What follows belongs to an exercise in optimizing a design on an open flow for small area and a short achievable clock period; a production flow would make more cautious choices. In this exercise RTL edits were held to simulation tests only and were not proved equivalent to the original.

==> design/flow/design.v <==
package memArbPkg;
  localparam int nMasters   = 4;   
  localparam int sliceLen   = 4;   
  localparam int addrW      = 6;   
  localparam int dataW      = 16;
  localparam int queueDepth = 4;   
  typedef logic [addrW-1:0]    addr_t;      
  typedef logic [dataW-1:0]    data_t;      
  typedef logic [nMasters-1:0] grant_t;     
  typedef logic [1:0]          slotCnt_t;   
  typedef enum logic [2:0] {
    idle = 3'd0,
    own0 = 3'd1,
    own1 = 3'd2,
    own2 = 3'd3,
    own3 = 3'd4
  } arbState_e;
endpackage
`timescale 1ns/1ps
module cmdQueueMaster (
  input  logic             clk,
  input  logic             rst,
  input  logic             cmdValid,
  input  logic             cmdWrite,
  input  memArbPkg::addr_t cmdAddr,
  input  memArbPkg::data_t cmdData,
  output logic             cmdFull,
  output logic             req,
  input  logic             gntMine,
  output logic             memEn,
  output logic             memWe,
  output memArbPkg::addr_t memAddr,
  output memArbPkg::data_t memWdata
);
  logic             qWrite [memArbPkg::queueDepth];
  memArbPkg::addr_t qAddr  [memArbPkg::queueDepth];
  memArbPkg::data_t qData  [memArbPkg::queueDepth];
  logic [$clog2(memArbPkg::queueDepth)-1:0] wrPtr;
  logic [$clog2(memArbPkg::queueDepth)-1:0] rdPtr;
  logic [$clog2(memArbPkg::queueDepth):0]   count;
  logic                                     push;
  logic                                     pop;
  assign cmdFull = (count == memArbPkg::queueDepth);
  assign req     = (count != '0);   
  assign push    = cmdValid && !cmdFull;   
  assign pop     = gntMine && req;
  always_ff @(posedge clk) begin
    if (push) begin
      qWrite[wrPtr] <= cmdWrite;
      qAddr[wrPtr]  <= cmdAddr;
      qData[wrPtr]  <= cmdData;
    end
  end
  always_ff @(posedge clk or negedge rst) begin
    if (!rst) begin
      wrPtr <= '0;
      rdPtr <= '0;
      count <= '0;
    end else begin
      if (push) begin
        wrPtr <= wrPtr + 1'b1;   
      end
      if (pop) begin
        rdPtr <= rdPtr + 1'b1;
      end
      case ({push, pop})
        2'b10:   count <= count + 1'b1;
        2'b01:   count <= count - 1'b1;
        default: count <= count;   
      endcase
    end
  end
  assign memEn    = pop;
  assign memWe    = pop && qWrite[rdPtr];
  assign memAddr  = qAddr[rdPtr];
  assign memWdata = qData[rdPtr];
endmodule
`timescale 1ns/1ps
module sliceArbiter (
  input  logic                          clk,
  input  logic                          rst,
  input  logic [memArbPkg::nMasters-1:0] req,
  output memArbPkg::grant_t             gnt
);
  logic [2:0]           state;   
  logic [2:0]           nextState;
  memArbPkg::slotCnt_t  cnt;
  logic                 sliceEnd;
  logic                 clrCnt;
  logic [$clog2(memArbPkg::nMasters)-1:0] ownerIdx;
  function automatic logic [2:0] pickOwner(
    input int unsigned                    start,
    input logic [memArbPkg::nMasters-1:0] reqV
  );
    logic [2:0]           sel;
    int unsigned          idx;
    logic                 found;
    sel   = memArbPkg::idle;
    found = 1'b0;
    for (int off = 0; off < memArbPkg::nMasters; off++) begin
      idx = (start + off) % memArbPkg::nMasters;
      if (!found && reqV[idx]) begin
        sel   = 3'(idx + 1);   
        found = 1'b1;
      end
    end
    pickOwner = sel;
  endfunction
  assign ownerIdx = ($clog2(memArbPkg::nMasters))'(state - 3'd1);   
  assign sliceEnd = (cnt == memArbPkg::slotCnt_t'(memArbPkg::sliceLen - 1));
  assign clrCnt   = (state == memArbPkg::idle) || sliceEnd;
  always_ff @(posedge clk or negedge rst) begin
    if (!rst) begin
      cnt <= '0;
    end else if (clrCnt) begin
      cnt <= '0;   
    end else begin
      cnt <= cnt + 2'd1;
    end
  end
  always_comb begin
    nextState = state;
    if (state == memArbPkg::idle) begin
      nextState = pickOwner(0, req);   
    end else if (sliceEnd) begin
      nextState = pickOwner((int'(ownerIdx) + 1) % memArbPkg::nMasters, req);
    end
  end
  always_ff @(posedge clk or negedge rst) begin
    if (!rst) begin
      state <= memArbPkg::idle;
    end else begin
      state <= nextState;
    end
  end
  always_comb begin
    for (int i = 0; i < memArbPkg::nMasters; i++) begin
      gnt[i] = (state == 3'(i + 1));
    end
  end
endmodule
`timescale 1ns/1ps
module sharedRam (
  input  logic                           clk,
  input  logic                           rst,
  input  memArbPkg::grant_t              gnt,
  input  logic [memArbPkg::nMasters-1:0] memEn,
  input  logic [memArbPkg::nMasters-1:0] memWe,
  input  logic [memArbPkg::nMasters*memArbPkg::addrW-1:0] memAddr,    
  input  logic [memArbPkg::nMasters*memArbPkg::dataW-1:0] memWdata,   
  output logic [memArbPkg::nMasters-1:0] rdValid,
  output memArbPkg::data_t               rdData
);
  memArbPkg::data_t mem [2**memArbPkg::addrW];
  logic             selEn;
  logic             selWe;
  memArbPkg::addr_t selAddr;
  memArbPkg::data_t selWdata;
  always_comb begin
    selEn    = 1'b0;
    selWe    = 1'b0;
    selAddr  = '0;
    selWdata = '0;
    for (int i = 0; i < memArbPkg::nMasters; i++) begin
      selEn    = selEn | (gnt[i] & memEn[i]);
      selWe    = selWe | (gnt[i] & memWe[i]);
      selAddr  = selAddr | (memAddr[i*memArbPkg::addrW +: memArbPkg::addrW] & {memArbPkg::addrW{gnt[i]}});
      selWdata = selWdata | (memWdata[i*memArbPkg::dataW +: memArbPkg::dataW] & {memArbPkg::dataW{gnt[i]}});
    end
  end
  always_ff @(posedge clk) begin
    if (selEn) begin
      if (selWe) begin
        mem[selAddr] <= selWdata;
      end else begin
        rdData <= mem[selAddr];   
      end
    end
  end
  always_ff @(posedge clk or negedge rst) begin
    if (!rst) begin
      rdValid <= '0;
    end else if (selEn && !selWe) begin
      rdValid <= gnt;
    end else begin
      rdValid <= '0;
    end
  end
endmodule
`timescale 1ns/1ps
module sharedMemSys (
  input  logic                           clk,
  input  logic                           rst,
  input  logic [memArbPkg::nMasters-1:0] cmdValid,
  input  logic [memArbPkg::nMasters-1:0] cmdWrite,
  input  logic [memArbPkg::nMasters*memArbPkg::addrW-1:0] cmdAddr,   
  input  logic [memArbPkg::nMasters*memArbPkg::dataW-1:0] cmdData,   
  output logic [memArbPkg::nMasters-1:0] cmdFull,
  output logic [memArbPkg::nMasters-1:0] rdValid,
  output memArbPkg::data_t               rdData,
  output memArbPkg::grant_t              gnt
);
  logic [memArbPkg::nMasters-1:0] req;
  logic [memArbPkg::nMasters-1:0] memEn;
  logic [memArbPkg::nMasters-1:0] memWe;
  logic [memArbPkg::nMasters*memArbPkg::addrW-1:0] memAddr;    
  logic [memArbPkg::nMasters*memArbPkg::dataW-1:0] memWdata;   
  for (genvar i = 0; i < memArbPkg::nMasters; i++) begin : gMaster
    cmdQueueMaster queueMaster (
      .clk      (clk),
      .rst      (rst),
      .cmdValid (cmdValid[i]),
      .cmdWrite (cmdWrite[i]),
      .cmdAddr  (cmdAddr[i*memArbPkg::addrW +: memArbPkg::addrW]),
      .cmdData  (cmdData[i*memArbPkg::dataW +: memArbPkg::dataW]),
      .cmdFull  (cmdFull[i]),
      .req      (req[i]),
      .gntMine  (gnt[i]),   
      .memEn    (memEn[i]),
      .memWe    (memWe[i]),
      .memAddr  (memAddr[i*memArbPkg::addrW +: memArbPkg::addrW]),
      .memWdata (memWdata[i*memArbPkg::dataW +: memArbPkg::dataW])
    );
  end
  sliceArbiter arbiter (
    .clk (clk),
    .rst (rst),
    .req (req),
    .gnt (gnt)
  );
  sharedRam ram (
    .clk      (clk),
    .rst      (rst),
    .gnt      (gnt),
    .memEn    (memEn),
    .memWe    (memWe),
    .memAddr  (memAddr),
    .memWdata (memWdata),
    .rdValid  (rdValid),
    .rdData   (rdData)
  );
endmodule
==> design/flow/run.sh <==
#!/bin/bash
# synth_recipe.tcl (not shown) runs the flow's synth.tcl, then flattens the netlist and writes it again
# the make line also repeats each setting of config.mk as NAME=value (left out here)
make -C /OpenROAD-flow-scripts/flow DESIGN_CONFIG=/design/flow/config.mk WORK_HOME=/design/flow/orfs CLKGATE_MAP_FILE= SYNTH_SCRIPT=/design/flow/synth_recipe.tcl finish
==> design/flow/config.mk <==
export PLATFORM = sky130hd
export DESIGN_NAME = sharedMemSys
export DESIGN_NICKNAME = sharedMemSys
export VERILOG_FILES = /design/flow/design.v
export SDC_FILE = /design/flow/constraint.sdc
export NUM_CORES = 4
export LEC_CHECK = 0
export CAP_MARGIN = 20
export CORE_MARGIN = 2
export CORE_UTILIZATION = 40
export SETUP_SLACK_MARGIN = 1.0
export SLEW_MARGIN = 20
==> design/flow/constraint.sdc <==
create_clock -name core_clock -period 4.0 [get_ports {clk}]
set_input_delay 0.8000 -clock core_clock [delete_from_list [all_inputs] [get_ports {clk}]]
set_output_delay 0.8000 -clock core_clock [all_outputs]
set_load 0.01 [all_outputs]
==> run summary <==
- The vertical extent of the die is slightly below 400 um.
- For this run, the leading register cell type out of synthesis is sky130_fd_sc_hd__edfxtp_1.
- Counting flops with a built-in enable in the synthesized netlist gives ~1400.
- The clock-pin slew of the registers on the worst-case setup and hold paths is roughly 60 ps.
- The region available for standard cell placement spans 0.1435 sq mm.
- The sequential cells in the finished layout cover a total of 0.04322 sq mm.
- The library cells used most frequently in the layout, excluding fill and tap cells, are sky130_fd_sc_hd__edfxtp_1 (1408), sky130_fd_sc_hd__nand4_1 (544), sky130_fd_sc_hd__mux2i_1 (344), sky130_fd_sc_hd__buf_4 (208), sky130_fd_sc_hd__clkbuf_16 (190).
- The mean instance size in the synthesized netlist is roughly 17 sq um.
- Counting cells, the worst reg-to-reg path comes to 12.
- The wire length per cell is around 28 um.
- The final hold violation count is 0.
- The class of the most critical hold timing path is in -> async.
- After detailed routing, the total wire length is around 170000 um.
- Of all nets on the critical path, the largest fanout is 5.
- The largest net degree at the start of global routing is between 80 and 90.
- The data arrival time of the critical path is a little over 4000 ps.
- After detailed placement, the total cell area comes to approximately 0.063 sq mm.
- The via count of the first global-routing pass was around 32000.
- The row count is 139.
- The H-tree generated during clock tree synthesis spans 4 levels.
- Counting every net in the synthesized netlist gives approximately 3500.
- The worst setup path is captured at a flip-flop.
- The library cell used most frequently in the layout, excluding fill and tap cells, is sky130_fd_sc_hd__edfxtp_1.
- After detailed routing, the number of remaining DRC violations is 0.
- Setup violations remaining at the end of the flow were counted as 0.
- Leaving out filler cells and counting taps, the final layout contains ~5900.
- At the end of routability-driven placement, the weighted congestion stood at 0.8374.
- In the synthesized netlist the async set-or-reset flop fraction comes to 2.561%.
- Sequential elements use between 70% and 80% of the synthesized area.
- Timing would allow up to between 0.2 and 0.3 GHz.
- The half-perimeter wire length of the detailed placement result is about 89000 um.
- For this design the top-level I/O count stands at approximately 130.
- For this run, the post-layout net count is 3970.
- Including well taps, the total number of placed cells is between 5000 and 6000.
- Input and output buffers added on the ports amount to roughly 130.
- The final hold slack is 23.98 ps.
- The antenna violation net count after detailed routing is 0.
- The clock passes through at most 3 buffers.
- Clock tree synthesis selected as its root buffer the cell sky130_fd_sc_hd__clkbuf_16.
- The share of final-layout standard cells stronger than drive strength 1 is 26.92%.
- The via total after detailed routing is approximately 35000.
- Global routing finished with a remaining overflow of 0.
- The number of antenna violations at the first check in global routing is 13.
- The slew at the pin closest to its max-slew limit is 958.0 ps.
- Counting distinct cell types in the post-synthesis netlist gives 62.
- Of all cell types, the one taking the most synthesized area is sky130_fd_sc_hd__edfxtp_1.
- Headroom to the max-slew limit came out at between 30% and 40%.
- Adding up every negative setup slack in the final design gives 0 ps.
- Setup repair after global routing could not meet its margin everywhere.
- Synthesis produced a netlist whose cell count is roughly 3400.
- The total inserted antenna cells is 0.
- The first global-routing pass estimated between 200000 and 250000 um of wire.
- The floorplan step defined a die boundary enclosing approximately 0.15 sq mm.
- For the worst setup path, the data required time is 4510 ps.
- The Yosys step of the flow raised 3 warnings.
- After the first detailed-routing iteration, the DRC count stood at between 4000 and 5000.
- Once layout is done, the placed cells without fillers occupy approximately 0.073 sq mm.
- The max capacitance violation total is 0.
- The number of flip-flops and latches in the synthesized netlist is ~1400.
- After layout, the minimum clock period comes to between 3000 and 4000 ps.
- For this design, the CTS-stage hold fixing added 0 buffers.
- The ratio of final minimum period to clock period is approximately nine tenths.
- The TritonCTS clock tree is built.
- Compared with the post-synthesis result, the final layout area differs by 26.62%.
- The number of buffers created by CTS is roughly 150.
- The detailed-routing iteration count for the pre-antenna-repair pass is 5.
- The die is about 380 um wide.
- CTS saw about 1400 sinks.
- The worst clock skew on the final layout is around 42 ps.
- The mean number of vias per cell is 5.913.
- Yosys attributes the largest share of cell area to sky130_fd_sc_hd__edfxtp_1 (73%), sky130_fd_sc_hd__mux2i_1 (6.2%), sky130_fd_sc_hd__nand4_1 (5.9%).
- In this run the cell area of the synthesized design comes to between 0.05 and 0.06 sq mm.
- Of the post-synthesis cell area, the dominant cell type holds 73.10%.
- Summing all multi-input logic gate instances after layout gives ~0.015 sq mm.
- The worst setup path is launched from a flip-flop.
- Once the floorplan was initialized, standard cells occupied about two fifths of the core.
- The number of slew-limit violations in the final report is 0.
- Counting the fill cells in the layout gives between 10000 and 15000.
- The worst setup path is of the reg -> reg kind.
- For the worst-skew pair, the clock arrives at the later sink with an insertion delay of between 700 and 800 ps.
- Across every metal layer, demand over resource in global routing totals 20.88%.
- The flow ran to the end and the layout has no timing, DRC or antenna violations.
[per-stage QoR]
step           setup slack [ps]  util (%)
2_1_floorplan             919.5         -
3_3_place_gp             -56.48     43.94
3_5_place_dp             -97.83     43.94
4_1_cts                   489.4     48.53
5_1_grt                   353.2     51.04
6_report                  444.3     51.04
[sequential cells by signal (all words and copies together), names as in the netlist]
| register | count |
|---|---|
| ram.rdValid | 4 |
| ram.rdData | 16 |
| arbiter.cnt | 2 |
| gMaster.queueMaster.qData | 256 |
| gMaster.queueMaster.count | 12 |
| gMaster.queueMaster.qWrite | 16 |
| arbiter.state | 3 |
| gMaster.queueMaster.qAddr | 96 |
| gMaster.queueMaster.wrPtr | 8 |
| ram.mem | 1024 |
| gMaster.queueMaster.rdPtr | 8 |
[worst max-delay path, stage by stage, from the launching register on]
cell	delay, ps
sky130_fd_sc_hd__dfrtp_2	430
sky130_fd_sc_hd__mux4_2	570
sky130_fd_sc_hd__nand2_2	110
sky130_fd_sc_hd__and4_4	350
sky130_fd_sc_hd__buf_12	150
sky130_fd_sc_hd__buf_6	100
sky130_fd_sc_hd__buf_12	120
sky130_fd_sc_hd__clkbuf_16	150
sky130_fd_sc_hd__mux2i_1	230
sky130_fd_sc_hd__mux2i_1	140
sky130_fd_sc_hd__a21oi_1	180
sky130_fd_sc_hd__o22ai_1	210
sky130_fd_sc_hd__or4_1	560
[layout make-up]
type,instances,share of cell area (%)
well taps,1903,3.251
inverters,35,0.2067
multi-input cells,1605,20.13
clock buffers,189,5.484
repair buffers,603,11.10
clock inverters,72,0.8133
flip-flops and latches,1445,59.02
[routing by layer]
metal,up-vias,routed length [um],track usage [%],share of wire (%)
li1,14829,-,-,-
met1,17825,68500,29.65,41
met2,1648,77670,32.64,47
met3,281,13630,3.761,8.2
met4,20,5432,6.742,3.3
met5,-,175,0,0.11
[Yosys cell counts (all sizes together) (21+ instances only)]
master	instances
a221oi	22
dfrtp	37
buf	157
edfxtp	1408
nor2	86
mux2	28
ha	27
inv	34
mux2i	360
nand2	47
mux4	95
o22ai	59
o21ai	21
a21oi	109
a22oi	23
clkbuf	111
nand4	545
[worst paths after layout]
path,from,to,slack (ps)
min,rst,gMaster[2].queueMaster.wrPtr[0],20
max reg2reg,gMaster[0].queueMaster.rdPtr[0],ram.rdData[11],440
min reg2reg,arbiter.cnt[0],arbiter.cnt[0],440
max in group asynchronous,rst,gMaster[0].queueMaster.rdPtr[0],3540
min in group core_clock,arbiter.cnt[0],arbiter.cnt[0],440
max,gMaster[0].queueMaster.rdPtr[0],ram.rdData[11],440
[repair_timing]
item / 4_1_cts / 5_1_grt
setup endpoints to repair: 1699 / 1266
resized for setup: 135 / 323
pin swaps: 32 / 89
cloned: 19 / 40
buffers inserted: 67 / 142
[logic make-up (layout without fill, tap and decap cells)]
kind of cell | Yosys count | in the layout | share of synthesized area (%)
and+or+nand+nor | 760 | 761 | 7.708
buffers and inverters | 303 | 899 | 2.540
xor gates and xnor gates | 24 | 24 | 0.3634
AOI/OAI and AO/OA | 305 | 306 | 3.479
adders and majority gates | 31 | 31 | 0.7226
muxes | 483 | 483 | 10.48
DFF | 1445 | 1445 | 74.71

-- port drivers added, routing unchanged --
In the flow no input, the clock included, has a driving cell. The finished layout below was timed again as built, in two steps.
Step 1, drivers: a clkbuf_16 drives clk and a buf_2 each remaining input, both assumed.
Step 2, shift: input delay + t, output delay - t, t = (earliest + latest rising clock arrival at the registers) / 2. This alone moves slack from input paths to output paths.
a / b / c = ideal ports / drivers / drivers and shift; a / b = the first two.
t, ns: 0.851
slack for setup (ns): 0.444 / 0.444 / 0.444
hold WS [ns]: 0.024 / 0.005 / 0.436
worst data-port slew with drivers (ns): 0.10
After both steps this run still meets setup and hold. The setup slack of this run moves by 0.000 ns with the drivers and by 0.000 ns with both steps.
